Context: an optimization exercise on an open-source flow, tuned for small area. The choices shown serve that exercise and are no tape-out recipe. In this exercise RTL edits were held to simulation tests only and were not proved equivalent to the original.

==> inputs of indigo <==
Design vga_player_top, start of the top module:
module vga_player_top #(
    parameter int H_ACTIVE     = 640,
    parameter int H_FRONT      = 16,
    parameter int H_SYNC       = 96,
    parameter int H_BACK       = 80,
    parameter int V_ACTIVE     = 480,
    parameter int V_FRONT      = 1,
    parameter int V_SYNC       = 3,
    parameter int V_BACK       = 36,
    parameter int FRAME_REPEAT = 3,
    parameter int FRAME_COUNT  = 16
) (
    input  wire                             px_clk,
    input  wire                             rst,
    input  wire [2:0]                       color_on,
    input  wire [2:0]                       color_off,
    input  wire [3:0]                       io_in,
    output logic [3:0]                      qspi,
    output logic [5:0]                      rgb,
    output logic                            hsync,
    output logic                            vsync,
    output logic                            sound_p,
    output logic                            sound_n
);
==> module vga_player_top, before the edit <==
module vga_player_top #(
    parameter int H_ACTIVE     = 640,
    parameter int H_FRONT      = 16,
    parameter int H_SYNC       = 96,
    parameter int H_BACK       = 80,
    parameter int V_ACTIVE     = 480,
    parameter int V_FRONT      = 1,
    parameter int V_SYNC       = 3,
    parameter int V_BACK       = 36,
    parameter int FRAME_REPEAT = 3,
    parameter int FRAME_COUNT  = 16
) (
    input  wire                             px_clk,
    input  wire                             rst,
    input  wire [2:0]                       color_on,
    input  wire [2:0]                       color_off,
    input  wire [3:0]                       io_in,
    output logic [3:0]                      qspi,
    output logic [5:0]                      rgb,
    output logic                            hsync,
    output logic                            vsync,
    output logic                            sound_p,
    output logic                            sound_n
);
    localparam int H_TOTAL = H_ACTIVE + H_FRONT + H_SYNC + H_BACK;
    localparam int V_TOTAL = V_ACTIVE + V_FRONT + V_SYNC + V_BACK;
    localparam int H_SYNC_START = H_ACTIVE + H_FRONT;
    localparam int V_SYNC_START = V_ACTIVE + V_FRONT;
    localparam int BANDS = V_ACTIVE / 8;
    logic [9:0] h;
    logic [9:0] v;
    always_ff @(posedge px_clk) begin
        if (rst) begin
            h <= '0;
            v <= '0;
        end else if (h == H_TOTAL - 1) begin
            h <= '0;
            if (v == V_TOTAL - 1) begin
                v <= '0;
            end else begin
                v <= v + 1'b1;
            end
        end else begin
            h <= h + 1'b1;
        end
    end
    wire [6:0] band = v[9:3];
    wire       active = h < H_ACTIVE && v < V_ACTIVE;
    logic [3:0] frame_idx;
    logic [1:0] repeat_idx;
    always_ff @(posedge px_clk) begin
        if (rst) begin
            repeat_idx <= '0;
            frame_idx  <= '0;
        end else if (h == H_TOTAL - 1 && v == V_ACTIVE - 1) begin
            if (repeat_idx == FRAME_REPEAT - 1) begin
                repeat_idx <= '0;
                frame_idx  <= frame_idx + 1'b1;
            end else begin
                repeat_idx <= repeat_idx + 1'b1;
            end
        end
    end
    wire read_line = v[2:0] == 3'd0 && (band <= 7'(BANDS - 2) || band == 7'(BANDS));
    wire is480 = band == 7'(BANDS);
    wire [5:0] band_m = is480 ? 6'd0 : band[5:0];
    wire [5:0] bn = 6'(band_m + !is480);
    wire [9:0] row_num = {8'({frame_idx, 4'd0} - frame_idx + bn[5:2]), bn[1:0]};
    logic out_bit;
    always_comb begin
        out_bit = 1'b0;
        if (h >= 10'd2 && h <= 10'd9) begin
            out_bit = vga_player_pkg::READ_CMD[3'(9 - h)];
        end else if (h >= 10'd20 && h <= 10'd29) begin
            out_bit = row_num[4'(29 - h)];
        end
    end
    wire sel   = read_line && h >= 10'd1 && h <= 10'd74;
    wire sclk  = read_line && h >= 10'd2 && h <= 10'd74;
    wire io_oe = read_line && h >= 10'd2 && h <= 10'd33;
    assign qspi = {!sel, sclk, io_oe && out_bit, io_oe};
    wire cap_pix   = read_line && h >= 10'd55 && h <= 10'd74;
    wire cap_sound = read_line && (h >= 10'd43 && h <= 10'd46
        || h >= 10'd47 && h <= 10'd50 && repeat_idx != 2'd0
        || h >= 10'd51 && h <= 10'd54 && repeat_idx[1]);
    logic [19:0] cache [4];
    logic [19:0] disp [4];
    logic        valid;
    wire xfer_line = v[2:0] == 3'd7 && band <= 7'(BANDS);
    wire xfer = xfer_line && h >= 10'd651 && h <= 10'd670;
    wire rot  = h < H_ACTIVE && h[4:0] == 5'd31;
    always_ff @(posedge px_clk) begin
        for (int k = 0; k < 4; k++) begin
            cache[k] <= {cap_pix ? io_in[3-k] : cache[k][0], cache[k][19:1]};
            if (xfer || rot) begin
                disp[k] <= {xfer ? cache[k][0] : disp[k][0], disp[k][19:1]};
            end
        end
    end
    wire pix_on = active && (valid || v[3]) && disp[h[4:3]][0];
    logic [2:0] rgb_q;
    logic       hsync_q;
    logic       vsync_q;
    always_ff @(posedge px_clk) begin
        if (rst) begin
            rgb_q   <= color_off;
            hsync_q <= 1'b1;
            vsync_q <= 1'b1;
        end else begin
            rgb_q   <= pix_on ? color_on : color_off;
            hsync_q <= !(h >= H_SYNC_START && h < H_SYNC_START + H_SYNC);
            vsync_q <= !(v >= V_SYNC_START && v < V_SYNC_START + V_SYNC);
        end
    end
    assign rgb   = {{2{rgb_q[2]}}, {2{rgb_q[1]}}, {2{rgb_q[0]}}};
    assign hsync = hsync_q;
    assign vsync = vsync_q;
    logic [3:0] sring [4];
    logic [1:0] lring [4];
    logic [7:0] threshold;
    logic       sound_q;
    wire low_load   = v[2:0] == 3'd0 && band <= 7'(BANDS - 1) && (h == 10'd1 || h == 10'd2);
    wire sound_load = h == 10'd0 && v[2:0] == 3'd0 && band <= 7'(BANDS - 1);
    wire half_band  = h == 10'd0 && v[2:0] == 3'd4;
    wire [7:0] word_hi = {sring[0][3], sring[1][3], sring[2][3], sring[3][3],
                          sring[0][0], sring[1][0], sring[2][0], sring[3][0]};
    wire [7:0] word_lo = {lring[0][1], lring[1][1], lring[2][1], lring[3][1],
                          lring[0][0], lring[1][0], lring[2][0], lring[3][0]};
    always_ff @(posedge px_clk) begin
        for (int k = 0; k < 4; k++) begin
            sring[k] <= {cap_sound ? io_in[3-k] : sring[k][0], sring[k][3:1]};
            lring[k] <= {low_load ? sring[k][0] : lring[k][0], lring[k][1]};
        end
    end
    wire [7:0] counter = {2'(h[7:6] + v[1:0]), h[5:0]};
    always_ff @(posedge px_clk) begin
        if (sound_load) begin
            threshold <= word_hi;
        end else if (half_band) begin
            threshold <= word_lo;
        end
    end
    always_ff @(posedge px_clk) begin
        if (rst) begin
            valid   <= 1'b0;
            sound_q <= 1'b0;
        end else begin
            if (h == 10'd0 && v[3]) begin
                valid <= 1'b1;
            end
            sound_q <= valid && counter < threshold;
        end
    end
    assign sound_p = sound_q;
    assign sound_n = !sound_q;
endmodule
Settings: LEC_CHECK=0, CAP_MARGIN=20, CORE_MARGIN=2, CORE_UTILIZATION=60, CTS_BUF_LIST=sky130_fd_sc_hd__clkbuf_16, CTS_CLUSTER_DIAMETER=150, CTS_CLUSTER_SIZE=26, SLEW_MARGIN=20; clock period 31.75 ns.
run.sh (not shown) runs the stock make flow with config.mk's settings and CLKGATE_MAP_FILE= SYNTH_SCRIPT=/design/flow/synth_recipe.tcl, a recipe that flattens the netlist after the stock synthesis.
==> inputs of willow, as changes to indigo <==
--- a/flow/design.v
+++ b/flow/design.v
@@ -72,10 +72,8 @@
         end
     end
     wire read_line = v[2:0] == 3'd0 && (band <= 7'(BANDS - 2) || band == 7'(BANDS));
-    wire is480 = band == 7'(BANDS);
-    wire [5:0] band_m = is480 ? 6'd0 : band[5:0];
-    wire [5:0] bn = 6'(band_m + !is480);
-    wire [9:0] row_num = {8'({frame_idx, 4'd0} - frame_idx + bn[5:2]), bn[1:0]};
+    wire [5:0] band_next = band == 7'(BANDS) ? 6'd0 : 6'(band[5:0] + 1'b1);
+    wire [9:0] row_num = 10'(frame_idx * BANDS) + 10'(band_next);
     logic out_bit;
     always_comb begin
         out_bit = 1'b0;
@@ -90,9 +88,7 @@
     wire io_oe = read_line && h >= 10'd2 && h <= 10'd33;
     assign qspi = {!sel, sclk, io_oe && out_bit, io_oe};
     wire cap_pix   = read_line && h >= 10'd55 && h <= 10'd74;
-    wire cap_sound = read_line && (h >= 10'd43 && h <= 10'd46
-        || h >= 10'd47 && h <= 10'd50 && repeat_idx != 2'd0
-        || h >= 10'd51 && h <= 10'd54 && repeat_idx[1]);
+    wire cap_sound = read_line && h >= 10'(43 + 4 * repeat_idx) && h <= 10'(46 + 4 * repeat_idx);
     logic [19:0] cache [4];
     logic [19:0] disp [4];
     logic        valid;
@@ -107,7 +103,14 @@
             end
         end
     end
-    wire pix_on = active && (valid || v[3]) && disp[h[4:3]][0];
+    always_ff @(posedge px_clk) begin
+        if (rst) begin
+            valid <= 1'b0;
+        end else if (xfer) begin
+            valid <= 1'b1;
+        end
+    end
+    wire pix_on = active && valid && disp[h[4:3]][0];
     logic [2:0] rgb_q;
     logic       hsync_q;
     logic       vsync_q;
@@ -129,8 +132,9 @@
     logic [1:0] lring [4];
     logic [7:0] threshold;
     logic       sound_q;
-    wire low_load   = v[2:0] == 3'd0 && band <= 7'(BANDS - 1) && (h == 10'd1 || h == 10'd2);
-    wire sound_load = h == 10'd0 && v[2:0] == 3'd0 && band <= 7'(BANDS - 1);
+    wire low_load   = v[2:0] == 3'd0 && band <= 7'(BANDS) && (h == 10'd1 || h == 10'd2);
+    wire sound_load = h == 10'd0 && v[2:0] == 3'd0
+        && ((band != 7'd0 && band <= 7'(BANDS - 1)) || (band == 7'd0 && valid));
     wire half_band  = h == 10'd0 && v[2:0] == 3'd4;
     wire [7:0] word_hi = {sring[0][3], sring[1][3], sring[2][3], sring[3][3],
                           sring[0][0], sring[1][0], sring[2][0], sring[3][0]};
@@ -144,21 +148,16 @@
     end
     wire [7:0] counter = {2'(h[7:6] + v[1:0]), h[5:0]};
     always_ff @(posedge px_clk) begin
-        if (sound_load) begin
-            threshold <= word_hi;
-        end else if (half_band) begin
-            threshold <= word_lo;
-        end
-    end
-    always_ff @(posedge px_clk) begin
         if (rst) begin
-            valid   <= 1'b0;
-            sound_q <= 1'b0;
+            threshold <= '0;
+            sound_q   <= 1'b0;
         end else begin
-            if (h == 10'd0 && v[3]) begin
-                valid <= 1'b1;
+            if (sound_load) begin
+                threshold <= word_hi;
+            end else if (half_band && valid) begin
+                threshold <= word_lo;
             end
-            sound_q <= valid && counter < threshold;
+            sound_q <= counter < threshold;
         end
     end
     assign sound_p = sound_q;
CORE_UTILIZATION = 40   (was 60)
CTS_BUF_LIST = not set   (was sky130_fd_sc_hd__clkbuf_16)
CTS_CLUSTER_DIAMETER = not set   (was 150)
CTS_CLUSTER_SIZE = not set   (was 26)
==> results_dict.tcl <==
set metrics [dict create \
    status "finished clean" \
    grt_pass1_vias 4459 \
    cp_data_arrival_time_ns 4.64 \
    met3_usage_pct 2.500 \
    p_comb_share_pct 2.8 \
    pre_cts_slack_ns 21.28 \
]
(the above is from willow)
==> results_dict.tcl <==
set metrics [dict create \
    grt_pass1_vias 4134 \
    status "finished clean" \
    cp_data_arrival_time_ns 4.38 \
    pre_cts_slack_ns 21.52 \
    met3_usage_pct 3.089 \
    ys_types 63 \
]
(the above is from indigo)

## re-timing with driven ports
Ports are ideal in the flow. The routed layouts listed here were re-timed in OpenROAD. Step 1 assumes that a clkbuf_16 drives the clock port and a buf_2 every other input. Step 2 moves the port delays by t, midway between the first and last clock arrival at a register: inputs arrive t later, outputs are due t later. That takes back most of the time a late clock gives input paths. a / b / c = no drivers / after step 1 / after step 2; a / b = the first two.
run | t (ns) | setup WS [ns] | worst setup path after step 2
indigo | 0.507 | 21.021 / 20.978 / 21.485 | register to output
willow | 0.546 | 20.755 / 20.713 / 21.259 | register to output
After both steps setup and hold are still met in every run listed.
